Source: an optimization exercise on an open RTL-to-GDS flow (aim: small area, a short achievable clock period and few clock cycles). Production flows keep margins and buffers that such runs may drop. RTL that was checked went through simulation tests only; none was proved equivalent to the original.

==> job 1662 <==
// piecewise_linear_pixel_map_top
module piecewise_linear_pixel_map_top (
	input  logic             clk,
	input  logic             arst_n,
	input  logic             s_tvalid,
	output logic             s_tready,
	input  logic [7:0]       s_tdata,     
	output logic             m_tvalid,
	input  logic             m_tready,
	output logic [7:0]       m_tdata,     
	input  logic             cfg_we,
	input  logic [IDX_W-1:0] cfg_addr,
	input  logic [PT_W-1:0]  cfg_wdata
);
	localparam int LAT   = 8;             
	localparam int QD    = LAT + 2;       
	localparam int CR_W  = $clog2(QD + 1);
	logic             pw_we;
	logic [IDX_W-1:0] pw_addr;
	logic [PT_W-1:0]  pw_data;
	logic [6:1]       nv_q;               
	logic [5:0][PIX_W-1:0] ppos_q, plev_q;
	always_ff @(posedge clk or negedge arst_n) begin
		if (!arst_n) begin
			pw_we <= 1'b0;
		end else begin
			pw_we <= cfg_we;
		end
	end
	always_ff @(posedge clk) begin
		pw_addr <= cfg_addr;
		pw_data <= cfg_wdata;
	end
	always_ff @(posedge clk or negedge arst_n) begin
		if (!arst_n) begin
			nv_q   <= '0;
			ppos_q <= '0;
			plev_q <= '0;
		end else if (pw_we) begin
			if (pw_addr == REG_COUNT) begin
				for (int j = 1; j <= 6; j++) nv_q[j] <= (pw_data[CNT_W-1:0] >= CNT_W'(j));
			end
			for (int i = 0; i < 6; i++) begin
				if (pw_addr == IDX_W'(i + 1)) begin
					ppos_q[i] <= pw_data[PT_W-1:PIX_W];
					plev_q[i] <= pw_data[PIX_W-1:0];
				end
			end
		end
	end
	logic              acc, pop, push;
	logic [PIX_W-1:0]  res;
	logic [CR_W-1:0]   cr_q, cr_d;
  ...
clock: 8.5 ns
lec_check: 0
abc_clock_period_in_ps: 3000
cap_margin: 20
core_margin: 2
core_utilization: 55
setup_slack_margin: 5.0
slew_margin: 20
run.sh (not shown) runs the stock make flow with config.mk's settings and CLKGATE_MAP_FILE= SYNTH_SCRIPT=/design/flow/synth_recipe.tcl, a recipe that flattens the netlist after the stock synthesis.
==> job 6323 (differences from job 1662) <==
==> flow/config.mk (replaced) <==
export PLATFORM = sky130hd
export DESIGN_NAME = piecewise_linear_pixel_map_top
export DESIGN_NICKNAME = piecewise_linear_pixel_map_top
export VERILOG_FILES = /design/flow/design.v
export SDC_FILE = /design/flow/constraint.sdc
export NUM_CORES = 4
export LEC_CHECK = 0
export CAP_MARGIN = 20
export CORE_MARGIN = 2
export CORE_UTILIZATION = 40
export SLEW_MARGIN = 20
==> job 4451 (differences from job 1662) <==
--- a/flow/design.v
+++ b/flow/design.v
@@ -79,130 +79,152 @@
 		end else begin
 			v_q <= {v_q[LAT-1:1], in_vld};
 		end
 	end
 	assign out_vld = v_q[LAT];
 	logic [PIX_W-1:0] a1_q;
 	always_ff @(posedge clk) a1_q <= in_pix;
-	logic [5:0] ge, le;
-	logic [6:0] cond;
 	logic [PIX_W-1:0] b1, bl1, e1, el1;
-	always_comb begin
-		for (int i = 0; i < 6; i++) begin
-			ge[i] = (a1_q >= ppos[i]);
-			le[i] = (a1_q <= ppos[i]);
-		end
-		cond[0] = !nv[1] || le[0];
-		for (int k = 1; k < 6; k++) cond[k] = nv[k] && ge[k-1] && (!nv[k+1] || le[k]);
-		cond[6] = nv[6] && ge[5];
-		b1  = START_POS;
-		bl1 = START_LEVEL;
-		e1  = nv[1] ? ppos[0] : END_POS;
-		el1 = nv[1] ? plev[0] : END_LEVEL;
-		for (int k = 1; k <= 6; k++) begin
-			if (cond[k]) begin
-				b1  = ppos[k-1];
-				bl1 = plev[k-1];
-				if (k < 6 && nv[k < 6 ? k + 1 : 6]) begin
-					e1  = ppos[k < 6 ? k : 5];
-					el1 = plev[k < 6 ? k : 5];
-				end else begin
-					e1  = END_POS;
-					el1 = END_LEVEL;
-				end
-			end
-		end
-	end
+	plpm_sel u_sel (.a(a1_q), .nv(nv), .ppos(ppos), .plev(plev), .b(b1), .bl(bl1), .e(e1), .el(el1));
 	logic [PIX_W-1:0] a2_q, b2_q, bl2_q, e2_q, el2_q;
 	always_ff @(posedge clk) begin
 		a2_q  <= a1_q;
 		b2_q  <= b1;
 		bl2_q <= bl1;
 		e2_q  <= e1;
 		el2_q <= el1;
 	end
 	logic [PIX_W-1:0] t2, d2, m2, base2;
-	logic             neg2, zero2;
-	always_comb begin
-		t2    = a2_q - b2_q;
-		d2    = e2_q - b2_q;
-		zero2 = (e2_q == b2_q);
-		neg2  = (el2_q < bl2_q);
-		m2    = neg2 ? bl2_q - el2_q : el2_q - bl2_q;
-		base2 = zero2 ? el2_q : bl2_q;
-		if (zero2) d2 = 8'd1;
-	end
+	plpm_seg u_seg (.a(a2_q), .b(b2_q), .bl(bl2_q), .e(e2_q), .el(el2_q),
+		.t(t2), .d(d2), .m(m2), .base(base2));
 	logic [PIX_W-1:0] t3_q, m3_q, d3_q, base3_q;
-	logic             neg3_q;
 	always_ff @(posedge clk) begin
 		t3_q    <= t2;
 		m3_q    <= m2;
 		d3_q    <= d2;
 		base3_q <= base2;
-		neg3_q  <= neg2;
 	end
-	logic [2*PIX_W-1:0] p4_q;
+	logic [2*PIX_W-1:0] y3;
+	assign y3 = t3_q * m3_q + 16'(d3_q[PIX_W-1:1]);
+	logic [2*PIX_W-1:0] y4_q;
 	logic [PIX_W-1:0]   d4_q, base4_q;
-	logic               neg4_q;
 	always_ff @(posedge clk) begin
-		p4_q    <= t3_q * m3_q;
+		y4_q    <= y3;
 		d4_q    <= d3_q;
 		base4_q <= base3_q;
-		neg4_q  <= neg3_q;
 	end
-	function automatic logic [PIX_W:0] div_step(input logic [PIX_W-1:0] r, input logic bit_in,
-		input logic [PIX_W-1:0] d);
-		logic [PIX_W:0] x, y;
-		x = {r, bit_in};
-		y = x - {1'b0, d};
-		div_step = y[PIX_W] ? {1'b0, x[PIX_W-1:0]} : {1'b1, y[PIX_W-1:0]};
-	endfunction
-	logic [PIX_W-1:0]   r_q   [5:8];
-	logic [PIX_W-1:0]   w_q   [5:8];    
-	logic [PIX_W-1:0]   dd_q  [5:8];
-	logic [PIX_W-1:0]   bs_q  [5:8];
-	logic               ng_q  [5:8];
-	logic [PIX_W-1:0]   r_in  [4:7];
-	logic [PIX_W-1:0]   w_in  [4:7];
-	logic [PIX_W-1:0]   d_in  [4:7];
-	logic [PIX_W-1:0]   bs_in [4:7];
-	logic               ng_in [4:7];
+	logic [PIX_W-1:0] r_q  [5:8];
+	logic [PIX_W-1:0] w_q  [5:8];
+	logic [PIX_W-1:0] dv_q [5:8];
+	logic [PIX_W-1:0] bs_q [5:8];
+	logic [PIX_W-1:0] r_in  [4:7];
+	logic [PIX_W-1:0] w_in  [4:7];
+	logic [PIX_W-1:0] dv_in [4:7];
+	logic [PIX_W-1:0] bs_in [4:7];
 	always_comb begin
-		r_in[4]  = p4_q[15:8];
-		w_in[4]  = p4_q[7:0];
-		d_in[4]  = d4_q;
+		r_in[4]  = y4_q[15:8];
+		w_in[4]  = y4_q[7:0];
+		dv_in[4] = d4_q;
 		bs_in[4] = base4_q;
-		ng_in[4] = neg4_q;
 		for (int s = 5; s <= 7; s++) begin
 			r_in[s]  = r_q[s];
 			w_in[s]  = w_q[s];
-			d_in[s]  = dd_q[s];
+			dv_in[s] = dv_q[s];
 			bs_in[s] = bs_q[s];
-			ng_in[s] = ng_q[s];
 		end
 	end
 	for (genvar s = 4; s <= 7; s++) begin : g_div
-		logic [PIX_W:0] o1, o2;
-		assign o1 = div_step(r_in[s], w_in[s][7], d_in[s]);
-		assign o2 = div_step(o1[PIX_W-1:0], w_in[s][6], d_in[s]);
+		logic [PIX_W-1:0] r1, r2;
+		logic             q1, q2;
+		plpm_div2 u_d1 (.r(r_in[s]), .bit_in(w_in[s][7]), .d(dv_in[s]), .q(q1), .rn(r1));
+		plpm_div2 u_d2 (.r(r1),      .bit_in(w_in[s][6]), .d(dv_in[s]), .q(q2), .rn(r2));
 		always_ff @(posedge clk) begin
-			r_q[s+1]  <= o2[PIX_W-1:0];
-			w_q[s+1]  <= {w_in[s][5:0], o1[PIX_W], o2[PIX_W]};
-			dd_q[s+1] <= d_in[s];
+			r_q[s+1]  <= r2;
+			w_q[s+1]  <= {w_in[s][5:0], q1, q2};
+			dv_q[s+1] <= dv_in[s];
 			bs_q[s+1] <= bs_in[s];
-			ng_q[s+1] <= ng_in[s];
 		end
 	end
-	logic [PIX_W:0] twice_r, thr;
-	logic           rnd;
+	assign out_pix = bs_q[8] + w_q[8];
+endmodule
+module plpm_sel (
+	input  logic [PIX_W-1:0]            a,
+	input  logic [6:1]                  nv,
+	input  logic [5:0][PIX_W-1:0]       ppos,
+	input  logic [5:0][PIX_W-1:0]       plev,
+	output logic [PIX_W-1:0]            b,
+	output logic [PIX_W-1:0]            bl,
+	output logic [PIX_W-1:0]            e,
+	output logic [PIX_W-1:0]            el
+);
+	logic [5:0] ge, le;
+	logic [6:0] cond, sel;
+	logic       sel_end;
+	always_comb begin
+		for (int i = 0; i < 6; i++) begin
+			ge[i] = (a >= ppos[i]);
+			le[i] = (a <= ppos[i]);
+		end
+		cond[0] = !nv[1] || le[0];
+		for (int k = 1; k < 6; k++) cond[k] = nv[k] && ge[k-1] && (!nv[k+1] || le[k]);
+		cond[6] = nv[6] && ge[5];
+		for (int k = 0; k <= 6; k++) begin
+			sel[k] = cond[k];
+			for (int k2 = k + 1; k2 <= 6; k2++) sel[k] = sel[k] && !cond[k2];
+		end
+		sel_end = sel[6];
+		for (int k = 0; k < 6; k++) sel_end = sel_end || (sel[k] && !nv[k+1]);
+		b  = '0;
+		bl = {7'd0, sel[0]};
+		e  = {PIX_W{sel_end}};
+		el = {{(PIX_W-1){sel_end}}, 1'b0};
+		for (int k = 1; k <= 6; k++) begin
+			b  = b  | (ppos[k-1] & {PIX_W{sel[k]}});
+			bl = bl | (plev[k-1] & {PIX_W{sel[k]}});
+		end
+		for (int k = 0; k < 6; k++) begin
+			e  = e  | (ppos[k] & {PIX_W{sel[k] && nv[k+1]}});
+			el = el | (plev[k] & {PIX_W{sel[k] && nv[k+1]}});
+		end
+	end
+endmodule
+module plpm_seg (
+	input  logic [PIX_W-1:0] a,
+	input  logic [PIX_W-1:0] b,
+	input  logic [PIX_W-1:0] bl,
+	input  logic [PIX_W-1:0] e,
+	input  logic [PIX_W-1:0] el,
+	output logic [PIX_W-1:0] t,
+	output logic [PIX_W-1:0] d,
+	output logic [PIX_W-1:0] m,
+	output logic [PIX_W-1:0] base
+);
+	logic zero, neg;
 	always_comb begin
-		twice_r = {r_q[8], 1'b0};
-		thr     = {1'b0, dd_q[8]} + (PIX_W+1)'(ng_q[8]);
-		rnd     = (twice_r >= thr);
-		out_pix = bs_q[8] + (w_q[8] ^ {PIX_W{ng_q[8]}}) + PIX_W'(rnd ^ ng_q[8]);
+		zero = (e == b);
+		neg  = (el < bl);
+		d    = (e - b) | {7'd0, zero};
+		m    = (neg ? bl : el) - (neg ? el : bl);
+		t    = (neg ? e : a) - (neg ? a : b);
+		base = (neg || zero) ? el : bl;
+	end
+endmodule
+module plpm_div2 (
+	input  logic [PIX_W-1:0] r,
+	input  logic             bit_in,
+	input  logic [PIX_W-1:0] d,
+	output logic             q,
+	output logic [PIX_W-1:0] rn
+);
+	logic [PIX_W:0] x, y;
+	always_comb begin
+		x  = {r, bit_in};
+		y  = x - {1'b0, d};
+		q  = !y[PIX_W];
+		rn = q ? y[PIX_W-1:0] : x[PIX_W-1:0];
 	end
 endmodule
 `default_nettype wire
 `default_nettype none
 import plpm_pkg::*;
 module piecewise_linear_pixel_map_top (
 	input  logic             clk,
@@ -232,28 +254,24 @@
 			pw_we <= cfg_we;
 		end
 	end
 	always_ff @(posedge clk) begin
 		pw_addr <= cfg_addr;
 		pw_data <= cfg_wdata;
 	end
-	always_ff @(posedge clk or negedge arst_n) begin
-		if (!arst_n) begin
-			nv_q   <= '0;
-			ppos_q <= '0;
-			plev_q <= '0;
-		end else if (pw_we) begin
-			if (pw_addr == REG_COUNT) begin
-				for (int j = 1; j <= 6; j++) nv_q[j] <= (pw_data[CNT_W-1:0] >= CNT_W'(j));
-			end
-			for (int i = 0; i < 6; i++) begin
-				if (pw_addr == IDX_W'(i + 1)) begin
-					ppos_q[i] <= pw_data[PT_W-1:PIX_W];
-					plev_q[i] <= pw_data[PIX_W-1:0];
-				end
+	logic [PT_W-1:0] cfg_d;
+	assign cfg_d = pw_data & {PT_W{arst_n}};
+	always_ff @(posedge clk) begin
+		if (!arst_n || (pw_we && pw_addr == REG_COUNT)) begin
+			for (int j = 1; j <= 6; j++) nv_q[j] <= (cfg_d[CNT_W-1:0] >= CNT_W'(j));
+		end
+		for (int i = 0; i < 6; i++) begin
+			if (!arst_n || (pw_we && pw_addr == IDX_W'(i + 1))) begin
+				ppos_q[i] <= cfg_d[PT_W-1:PIX_W];
+				plev_q[i] <= cfg_d[PIX_W-1:0];
 			end
 		end
 	end
 	logic              acc, pop, push;
 	logic [PIX_W-1:0]  res;
 	logic [CR_W-1:0]   cr_q, cr_d;
 	logic              rdy_q;
==> flow/config.mk (replaced) <==
export PLATFORM = sky130hd
export DESIGN_NAME = piecewise_linear_pixel_map_top
export DESIGN_NICKNAME = piecewise_linear_pixel_map_top
export VERILOG_FILES = /design/flow/design.v
export SDC_FILE = /design/flow/constraint.sdc
export NUM_CORES = 4
export LEC_CHECK = 0
export CAP_MARGIN = 20
export CORE_MARGIN = 2
export CORE_UTILIZATION = 55
export SETUP_SLACK_MARGIN = 5.0
export SLEW_MARGIN = 20
==> run notes <==
| metric | job 6323 | job 4451 | job 1662 |
|---|---|---|---|
| Gp weighted congestion | 0.932 | 0.865 | 0.882 |
| Area of the mapped netlist | 0.0236 mm^2 | 0.0218 mm^2 | 0.0236 mm^2 |
| Worst reg2reg path depth | 18 | 21 | 22 |
| FFs w/ async S/R, synth | 0.268 | 0.0535 | 0.268 |
| Post-detailed-route wirelength per cell | 16.9 um | 18.0 um | 18.0 um |
| Met3 routing resource usage after global routing | 0.0214 | 0.0364 | 0.0269 |
| Later-pin clock latency in the skew report | 0.60 ns | 0.57 ns | 0.60 ns |
| Share of the yosys chip area belonging to registers | 0.461 | 0.501 | 0.461 |
| First-pass GRT wire length | 85.3 mm | 76.2 mm | 86.9 mm |
| Share of cells above drive strength 1 | 0.125 | 0.215 | 0.242 |
| Gr usage total | 0.174 | 0.234 | 0.245 |
| Post-Synthesis Net Count | 2495 | 2198 | 2495 |
| Crit path capture | u_dp.r_q[7][5]$_DFF_P_ | u_dp.r_q[5][7]$_DFF_P_ | u_q.ent_q[22]$_DFFE_PP_ |
| Die W | 247 um | 203 um | 211 um |
| Overall die height | 247 um | 203 um | 211 um |
| Sequential cell area | 0.0109 mm^2 | 0.0110 mm^2 | 0.0109 mm^2 |
| Run status | timing/DRC/antenna clean | timing/DRC/antenna clean | timing/DRC/antenna clean |
Testbench counts of job 1662, summed over its fixed seeds: cycles 131,368.
Testbench counts of job 6323, summed over its fixed seeds: cycles 131,368.
No functional check of the RTL was part of job 4451.

## port drivers added, routing unchanged
Ports are ideal in the flow. The routed layouts listed here were re-timed in OpenROAD.
Step 1 (the two cells are an assumption about what drives the block):
set clk [get_ports {clk}]
set_driving_cell -lib_cell sky130_fd_sc_hd__clkbuf_16 $clk
set_driving_cell -lib_cell sky130_fd_sc_hd__buf_2 [delete_from_list [all_inputs] $clk]
Step 2 also shifts input and output timing later by t, the mid clock arrival at the registers, as if the neighbouring blocks saw the same clock.
a / b / c = ideal / step 1 / step 2; a / b = the first two.
run | shift t [ns] | setup WS [ns] | slew at the worst register clock pin (ns) | worst slew at a driven data input, ns
job 1662 | 0.645 | 4.446 / 4.446 / 4.446 | 0.06 / 0.06 | 0.09
job 6323 | 0.637 | 3.648 / 3.648 / 3.648 | 0.07 / 0.07 | 0.04
job 4451 | 0.618 | 4.401 / 4.401 / 4.401 | 0.07 / 0.07 | 0.08
After both steps setup and hold are still met in every run listed.
